From an optimization exercise on the open Yosys and OpenROAD flow, aimed at small area, a short achievable clock period and few clock cycles; shortcuts taken in it are not production practice.
At most, simulation tests tie the RTL to the original design; equivalence was not proved.
No activity file was given, so power comes from the tool's default toggle rates.

Setup of job 101:
Design avr_core, start of the top module:
module avr_core (
    input  logic                    clk,
    input  logic                    reset,
    output logic [10-1:0]    program_counter,
    input  logic [16-1:0] instruction,
    output logic [16-1:0]  bus_addr,
    output logic [8-1:0]  bus_wdata,
    input  logic [8-1:0]  bus_rdata,
    output logic                    mem_we,
    output logic                    mem_oe
);
Size in the first run: about 1,000 cells after synthesis, ~320 flip-flops, ~62 I/O pins, roughly 16,000 sq um of cells after synthesis.
export LEC_CHECK = 0
export CAP_MARGIN = 20
export CORE_MARGIN = 2
export CORE_UTILIZATION = 40
export CTS_BUF_LIST = sky130_fd_sc_hd__clkbuf_8 sky130_fd_sc_hd__clkbuf_16
export CTS_CLUSTER_DIAMETER = 100
export CTS_CLUSTER_SIZE = 24
export SETUP_SLACK_MARGIN = 2.5
export SLEW_MARGIN = 20
create_clock -name core_clock -period 5.0 [get_ports {clk}]
standard.sh (not shown) runs the stock make flow with config.mk's settings and CLKGATE_MAP_FILE= SYNTH_SCRIPT=/design/flow/synth_recipe.tcl, a recipe that flattens the netlist after the stock synthesis.
==> flow/flow/run.sh <==
#!/bin/bash
# Standard layout, with plain buffers (instead of delay cells) on the ports.
# Synthesis runs first, exactly as the standard flow does it.
set -euo pipefail
bash standard.sh synth > synth.log 2>&1
export BUFFER_PORTS_ARGS="-buffer_cell sky130_fd_sc_hd__buf_2"
bash standard.sh finish > finish.log 2>&1
Modified inputs, job 102 compared to job 101
Settings: changing CTS_CLUSTER_SIZE from 24 to 30.
## What came out
First-iteration DRC count, job 101 and job 102: smaller value in job 102. Compared with job 101, job 102 shows a data required time of the critical path that is 0.02 ns lower. Looking at worst relative slew slack across both flows, job 102 is the stronger of the two, with job 101 trailing. The non-clock buffer count number comes out higher for job 101 vs job 102. Reported for job 101 and job 102, number of antenna-violating nets in the routed design turned out identical to the last digit. Of the two values seen for worst setup path endpoint, i_regs.regs[255] was produced by job 102 and i_regs.regs[151] by job 101. Summary of job 102 over job 101: switching power as a share of total power flat, sequential fraction of total cell area increased 1.0 points, peak ir drop on the vdd network saw an increase. NOTE: leakage dissipation in job 102 falls short of that of job 101. Diode insertion count for antenna repair | job 102 below job 101. Final standard cell area without fillers shrinks by a few percent when moving from job 101 to job 102.
## Diff of input files: job 103 against job 102
Settings: a deleted CTS_CLUSTER_DIAMETER that had been 100; a deleted CTS_CLUSTER_SIZE that had been 30; a change of CTS_BUF_LIST from sky130_fd_sc_hd__clkbuf_8 sky130_fd_sc_hd__clkbuf_16 to sky130_fd_sc_hd__clkbuf_4 sky130_fd_sc_hd__clkbuf_8.
==> flow/run.sh (new file) <==
#!/bin/bash
# synth_recipe.tcl (not shown) runs the flow's synth.tcl, then flattens the netlist and writes it again
# the make line also repeats each setting of config.mk as NAME=value (left out here)
make -C /OpenROAD-flow-scripts/flow DESIGN_CONFIG=/design/flow/config.mk WORK_HOME=/design/flow/orfs CLKGATE_MAP_FILE= SYNTH_SCRIPT=/design/flow/synth_recipe.tcl finish
removed: flow/flow/run.sh
removed: flow/standard.sh
Findings:
- Setup slack after layout in job 103 is 0.018 ns lower than in job 102
- The combinational group share of total power reported for job 103 is smaller than that of job 102 by 0.4 points.
- Going from job 102 to job 103, achievable clock frequency down 0.70%, sum of internal, switching and leakage power up 17%, final design instance area without fill up 1400 sq um.
- Taking job 102 as the reference point, the clock power of job 103 rises by 58%.
--- input diff job 103..job 104 ---
Settings: PLACE_DENSITY now 0.8, previously not set; GPL_ROUTABILITY_DRIVEN now 0, previously not set; CTS_BUF_LIST now sky130_fd_sc_hd__clkbuf_8 sky130_fd_sc_hd__clkbuf_16, was sky130_fd_sc_hd__clkbuf_4 sky130_fd_sc_hd__clkbuf_8; CTS_CLUSTER_DIAMETER now 100, previously not set; CTS_CLUSTER_SIZE now 26, previously not set.
==> flow/flow/run.sh (new file) <==
#!/bin/bash
# Standard layout, with plain buffers (instead of delay cells) on the ports.
# Synthesis runs first, exactly as the standard flow does it.
set -euo pipefail
bash standard.sh synth > synth.log 2>&1
export BUFFER_PORTS_ARGS="-buffer_cell sky130_fd_sc_hd__buf_2"
bash standard.sh finish > finish.log 2>&1
==> flow/standard.sh (new file) <==
#!/bin/bash
# synth_recipe.tcl (not shown) runs the flow's synth.tcl, then flattens the netlist and writes it again
# the make line also repeats each setting of config.mk as NAME=value (left out here)
make -C /OpenROAD-flow-scripts/flow DESIGN_CONFIG=/design/flow/config.mk WORK_HOME=/design/flow/orfs CLKGATE_MAP_FILE= SYNTH_SCRIPT=/design/flow/synth_recipe.tcl "${@:-finish}"
removed: flow/run.sh
### Flow results
Job 104: worst path required time higher than job 103
Looking only at non-clock buffer count, and setting everything else aside, the higher value of job 104 and job 103 goes to job 103.
Delta (job 104 minus job 103): via density per instance climbed about 6.4%; cell count went down by 5.4%; global-route wire length before repair went down; area used by multi-input combinational logic saw an increase; fmax went down 0.97%.
Job 104 vs. job 103: clock tree buffer count of the final layout went down by 53.
Between job 104 and job 103, combinational group share of total power is lower for job 103, job 104 comes in above that.
Taking job 103 as the reference, in job 104 share of the final layout cell area in multi-input gates +2.5 points, wire length decreased by about 4% relative to the old numbers.
No functional check of the RTL was part of any run of this note.

========
== the baseline ==
The RTL this note starts from:
==> flow/design.v <==
module instr_decoder (
    input  logic [16-1:0] instruction,
    output logic [3:0]              cls
);
    localparam logic [3:0] C_NOP = 4'd0, C_ADD = 4'd1, C_ADC = 4'd2, C_SUB = 4'd3,
                           C_AND = 4'd4, C_EOR = 4'd5, C_OR  = 4'd6, C_MOV = 4'd7,
                           C_LDI = 4'd8, C_NEG = 4'd9, C_LD  = 4'd10, C_ST = 4'd11;
    always_comb begin
        casez (instruction)
            16'b0000_11??_????_????: cls = C_ADD;
            16'b0001_11??_????_????: cls = C_ADC;
            16'b0001_10??_????_????: cls = C_SUB;
            16'b0010_00??_????_????: cls = C_AND;
            16'b0010_01??_????_????: cls = C_EOR;
            16'b0010_10??_????_????: cls = C_OR;
            16'b0010_11??_????_????: cls = C_MOV;
            16'b1110_????_????_????: cls = C_LDI;
            16'b1001_010?_????_0001: cls = C_NEG;
            16'b1000_000?_????_0000: cls = C_LD;
            16'b1000_001?_????_0000: cls = C_ST;
            default:                 cls = C_NOP;
        endcase
    end
endmodule
module register_file (
    input  logic                       clk,
    input  logic                       clear,
    input  logic [5-1:0] a_addr,
    input  logic [5-1:0] b_addr,
    output logic [8-1:0]     a_data,
    output logic [8-1:0]     b_data,
    output logic [8-1:0]     zl_data,
    output logic [8-1:0]     zh_data,
    input  logic                       wr_en,      
    input  logic [5-1:0] wr_addr,
    input  logic [8-1:0]     wr_data,
    input  logic                       zl_wr,
    input  logic                       zh_wr,
    input  logic [8-1:0]     z_data
);
    logic [2**5-1:0][8-1:0] regs;
    logic [8-1:0] wd, zd;
    assign wd = wr_data & {8{~clear}};
    assign zd = z_data & {8{~clear}};
    always_ff @(posedge clk) begin
        for (int i = 0; i < 30; i++)
            if (clear || (wr_en && wr_addr == i[5-1:0]))
                regs[i] <= wd;
        if (clear || zl_wr)
            regs[30] <= zd;
        if (clear || zh_wr)
            regs[31] <= zd;
    end
    assign a_data  = regs[a_addr];
    assign b_data  = regs[b_addr];
    assign zl_data = regs[30];
    assign zh_data = regs[31];
endmodule
module alu (
    input  logic                   sel_sum,
    input  logic                   sel_and,
    input  logic                   sel_xor,
    input  logic                   sel_or,
    input  logic [8-1:0] x,
    input  logic [8-1:0] y,
    input  logic                   cin,
    output logic [8-1:0] result,
    output logic                   cout
);
    localparam int W = 8;
    logic [W-1:0] g, p, gg, pp, gn, pn;
    logic [W:0]   c;
    always_comb begin
        g  = x & y;
        p  = x ^ y;
        gg = g;
        pp = p;
        gg[0] = g[0] | (p[0] & cin);
        for (int d = 1; d < W; d = d * 2) begin
            gn = gg;
            pn = pp;
            for (int i = d; i < W; i++) begin
                gn[i] = gg[i] | (pp[i] & gg[i-d]);
                pn[i] = pp[i] & pp[i-d];
            end
            gg = gn;
            pp = pn;
        end
        c = {gg, cin};
    end
    assign cout = c[W];
    assign result = ({W{sel_sum}} & (p ^ c[W-1:0]))
                  | ({W{sel_and}} & g)
                  | ({W{sel_xor}} & p)
                  | ({W{sel_or}}  & (p | g));
endmodule
module avr_core (
    input  logic                    clk,
    input  logic                    reset,
    output logic [10-1:0]    program_counter,
    input  logic [16-1:0] instruction,
    output logic [16-1:0]  bus_addr,
    output logic [8-1:0]  bus_wdata,
    input  logic [8-1:0]  bus_rdata,
    output logic                    mem_we,
    output logic                    mem_oe
);
    localparam logic [3:0] C_NOP = 4'd0, C_ADD = 4'd1, C_ADC = 4'd2, C_SUB = 4'd3,
                           C_AND = 4'd4, C_EOR = 4'd5, C_OR  = 4'd6, C_MOV = 4'd7,
                           C_LDI = 4'd8, C_NEG = 4'd9, C_LD  = 4'd10, C_ST = 4'd11;
    logic [3:0]  f_cls;
    logic [3:0]  r_cls;
    logic [11:0] r_raw;
    instr_decoder i_dec (
        .instruction (instruction),
        .cls         (f_cls)
    );
    always_ff @(posedge clk or posedge reset) begin
        if (reset) begin
            program_counter <= '0;
            r_cls           <= C_NOP;
        end else begin
            program_counter <= program_counter + 1'b1;
            r_cls           <= f_cls;
        end
    end
    always_ff @(posedge clk)
        r_raw <= instruction[11:0];
    logic [4:0] a_addr, b_addr;
    logic [7:0] a_data, b_data, zl, zh;
    logic [7:0] a_val, b_val;
    logic [7:0] e_result;
    logic       e_wr, e_ld, e_st, e_cupd;
    logic [4:0] e_rd;
    logic [7:0] e_x, e_y;
    logic       e_sel_sum, e_sel_and, e_sel_xor, e_sel_or;
    logic       e_cin1, e_cinc, e_cinv;
    logic       carry;
    logic       w_wr;
    logic [4:0] w_rd;
    logic [7:0] w_data;
    logic       e_wz;
    assign a_addr = r_raw[8:4];
    assign b_addr = {r_raw[9], r_raw[3:0]};
    register_file i_regs (
        .clk     (clk),
        .clear   (reset),
        .a_addr  (a_addr),
        .b_addr  (b_addr),
        .a_data  (a_data),
        .b_data  (b_data),
        .zl_data (zl),
        .zh_data (zh),
        .wr_en   (w_wr),
        .wr_addr (w_rd),
        .wr_data (w_data),
        .zl_wr   (e_wr && e_rd == 30),
        .zh_wr   (e_wr && e_rd == 31),
        .z_data  (e_result)
    );
    always_comb begin
        if (e_wr && e_rd == a_addr)      a_val = e_result;
        else if (w_wr && w_rd == a_addr) a_val = w_data;
        else                             a_val = a_data;
        if (e_wr && e_rd == b_addr)      b_val = e_result;
        else if (w_wr && w_rd == b_addr) b_val = w_data;
        else                             b_val = b_data;
    end
    logic r_sum_ops, r_zero_x;
    assign r_sum_ops = (r_cls == C_ADD) || (r_cls == C_ADC) || (r_cls == C_SUB) || (r_cls == C_NEG);
    assign r_zero_x  = (r_cls == C_NEG) || (r_cls == C_MOV) || (r_cls == C_LDI);
    always_ff @(posedge clk or posedge reset) begin
        if (reset) begin
            e_wr   <= 1'b0;
            e_ld   <= 1'b0;
            e_st   <= 1'b0;
            e_cupd <= 1'b0;
        end else begin
            e_wr   <= (r_cls != C_NOP) && (r_cls != C_ST);
            e_ld   <= (r_cls == C_LD);
            e_st   <= (r_cls == C_ST);
            e_cupd <= r_sum_ops;
        end
    end
    always_ff @(posedge clk) begin
        e_rd   <= (r_cls == C_LDI) ? {1'b1, r_raw[7:4]} : r_raw[8:4];
        e_wz   <= (r_cls == C_LDI) ? (r_raw[7:5] == 3'b111) : (r_raw[8:5] == 4'b1111);
        e_x    <= r_zero_x ? 8'h00 : a_val;
        case (r_cls)
            C_LDI:   e_y <= {r_raw[11:8], r_raw[3:0]};
            C_SUB:   e_y <= ~b_val;
            C_NEG:   e_y <= ~a_val;
            default: e_y <= b_val;
        endcase
        e_sel_sum <= r_sum_ops;
        e_sel_and <= (r_cls == C_AND);
        e_sel_xor <= (r_cls == C_EOR);
        e_sel_or  <= (r_cls == C_OR) || (r_cls == C_MOV) || (r_cls == C_LDI);
        e_cin1    <= (r_cls == C_SUB) || (r_cls == C_NEG);
        e_cinc    <= (r_cls == C_ADC);
        e_cinv    <= (r_cls == C_SUB) || (r_cls == C_NEG);
    end
    logic [7:0] alu_result;
    logic       alu_cout;
    logic       zh_zero, zl_ok, zwin;
    alu i_alu (
        .sel_sum (e_sel_sum),
        .sel_and (e_sel_and),
        .sel_xor (e_sel_xor),
        .sel_or  (e_sel_or),
        .x       (e_x),
        .y       (e_y),
        .cin     (e_cin1 | (e_cinc & carry)),
        .result  (alu_result),
        .cout    (alu_cout)
    );
    always_ff @(posedge clk or posedge reset) begin
        if (reset) begin
            zh_zero <= 1'b1;
            zl_ok   <= 1'b0;
        end else begin
            if (e_wr && e_rd == 31)
                zh_zero <= (e_result == 8'h00);
            if (e_wr && e_rd == 30)
                zl_ok <= e_result[7] ^ e_result[6];
        end
    end
    assign zwin = zh_zero & zl_ok;
    assign e_result = e_ld ? (bus_rdata & {8{zwin}}) : alu_result;
    always_ff @(posedge clk or posedge reset) begin
        if (reset)
            carry <= 1'b0;
        else if (e_cupd)
            carry <= alu_cout ^ e_cinv;
    end
    assign bus_addr  = {zh, zl};
    assign bus_wdata = e_x;
    assign mem_we    = e_st & zwin;
    assign mem_oe    = e_ld & zwin;
    always_ff @(posedge clk or posedge reset) begin
        if (reset)
            w_wr <= 1'b0;
        else
            w_wr <= e_wr && !e_wz;
    end
    always_ff @(posedge clk) begin
        w_rd   <= e_rd;
        w_data <= e_result;
    end
endmodule
clock: 5.0 ns
lec_check: 0
cap_margin: 20
core_margin: 2
core_utilization: 40
cts_buf_list: sky130_fd_sc_hd__clkbuf_4 sky130_fd_sc_hd__clkbuf_8
setup_slack_margin: 2.5
slew_margin: 20
run.sh (not shown) runs the stock make flow with config.mk's settings and CLKGATE_MAP_FILE= SYNTH_SCRIPT=/design/flow/synth_recipe.tcl, a recipe that flattens the netlist after the stock synthesis.
Stock flow here: none of the scripts above is used.
Testbench counts of the baseline, summed over its fixed seeds: cycles 14,816.
Edits applied to the flow inputs when going from the baseline to the candidate:
- a deleted CTS_BUF_LIST that had been sky130_fd_sc_hd__clkbuf_4 sky130_fd_sc_hd__clkbuf_8
Findings:
Diff the baseline -> the candidate: global-route usage lost 0.36 points; final period utilization up 0.20 points; worst setup slack shows a reduction of 10 ps; via density per instance went up about 2%; register fraction of the total cell area went down by 0.53 points. Lower total routed wirelength was reported by the baseline, not the candidate. The baseline has higher count of clock-buffer cells in the layout than the candidate. Re HPWL after detailed placement: no difference whatsoever between the candidate and the baseline. No stage failed in the candidate, and the final checks on the layout all came back clean. Non-clock buffer total of the final layout: lower on the baseline.

========
## P
Another version of the RTL of avr_core (not shown whole).
Size in the first run: ~980 cells after synthesis, ~300 flip-flops, roughly 62 I/O pins, about 16,000 um2 of cells after synthesis.
==> flow/config.mk <==
export PLATFORM = sky130hd
export DESIGN_NAME = avr_core
export DESIGN_NICKNAME = avr_core
export VERILOG_FILES = /design/flow/design.v
export SDC_FILE = /design/flow/constraint.sdc
export NUM_CORES = 4
export LEC_CHECK = 0
export CAP_MARGIN = 20
export CORE_MARGIN = 2
export CORE_UTILIZATION = 40
export CTS_BUF_LIST = sky130_fd_sc_hd__clkbuf_8 sky130_fd_sc_hd__clkbuf_16
export CTS_CLUSTER_DIAMETER = 60
export CTS_CLUSTER_SIZE = 30
export SETUP_SLACK_MARGIN = 2.5
export SLEW_MARGIN = 20
==> flow/constraint.sdc <==
create_clock -name core_clock -period 5.0 [get_ports {clk}]
set_input_delay 1.0000 -clock core_clock [delete_from_list [all_inputs] [get_ports {clk}]]
set_output_delay 1.0000 -clock core_clock [all_outputs]
set_load 0.01 [all_outputs]
standard.sh (not shown) runs the stock make flow with config.mk's settings and CLKGATE_MAP_FILE= SYNTH_SCRIPT=/design/flow/synth_recipe.tcl, a recipe that flattens the netlist after the stock synthesis.
==> flow/flow/run.sh <==
#!/bin/bash
# Standard layout, with plain buffers (instead of delay cells) on the ports.
# Synthesis runs first, exactly as the standard flow does it.
set -euo pipefail
bash standard.sh synth > synth.log 2>&1
export BUFFER_PORTS_ARGS="-buffer_cell sky130_fd_sc_hd__buf_2"
bash standard.sh finish > finish.log 2>&1
Looking at the reports, P completed the entire flow and the layout it produced met the timing, design-rule and antenna checks.
Testbench counts of P, summed over its fixed seeds: cycles 14,784.
Changes in Q relative to P:
Settings: ABC_AREA: unset -> 1; CTS_CLUSTER_SIZE: 30 -> 26; GPL_ROUTABILITY_DRIVEN: unset -> 0; SETUP_SLACK_MARGIN: 2.5 -> 2.3; CTS_CLUSTER_DIAMETER: 60 -> 100.
- [Q] path length in cells of the critical path rose 1 relative to P
- Against P, peak supply drop in Q came out better.
- Q vs. P: end-of-flow core utilization dropped 3.7 points; die area rose by 790 um2.
- Against P, Q reports a sequential fraction of total cell area that is higher.
- Of the two values seen for highest layer used for signal routing, met5 was produced by P and met4 by Q.
- Going from P to Q, logic gate share of total power went down, worst setup slack has decreased.
- Re count of max-cap constraint violations: no difference whatsoever between P and Q.

[separate check: timing with driven ports]
The results above use ideal ports. As a check the final layouts listed here were re-extracted and re-timed, cells and wires unchanged.
Step 1 (the two cells are an assumption about what drives the block):
set clk [get_ports {clk}]
set_driving_cell -lib_cell sky130_fd_sc_hd__clkbuf_16 $clk
set_driving_cell -lib_cell sky130_fd_sc_hd__buf_2 [delete_from_list [all_inputs] $clk]
Step 2, shift: input delay + t, output delay - t, t = (earliest + latest rising clock arrival at the registers) / 2. This alone moves slack from input paths to output paths.
Slacks: no drivers / after step 1 / after step 2; pairs: no drivers / after step 1.
| run | shift t [ns] | setup slack, ns | worst setup path after step 2 | worst slew at a driven data input, ns | pins driven straight from the clock port |
|---|---|---|---|---|---|
| job 101 | 0.562 | 2.374 / 2.374 / 1.953 | input to register | 0.07 | 1 |
| job 102 | 0.555 | 2.435 / 2.435 / 1.947 | input to register | 0.06 | 1 |
| job 103 | 0.631 | 2.417 / 2.417 / 1.897 | input to register | 0.06 | 1 |
| job 104 | 0.570 | 2.392 / 2.392 / 1.888 | input to register | 0.09 | 1 |
| the baseline | 0.631 | 2.292 / 2.292 / 1.962 | input to register | 0.04 | 1 |
| the candidate | 0.564 | 2.282 / 2.282 / 2.048 | input to register | 0.04 | 1 |
| P | 0.601 | 2.389 / 2.212 / 1.610 | input to register | 0.37 | 1 |
| Q | 0.575 | 2.384 / 2.415 / 1.840 | input to register | 0.06 | 1 |
After both steps every run listed still meets setup and hold. The setup slack of P, which loses most, moves by -0.177 ns with the drivers and by -0.779 ns with both steps.
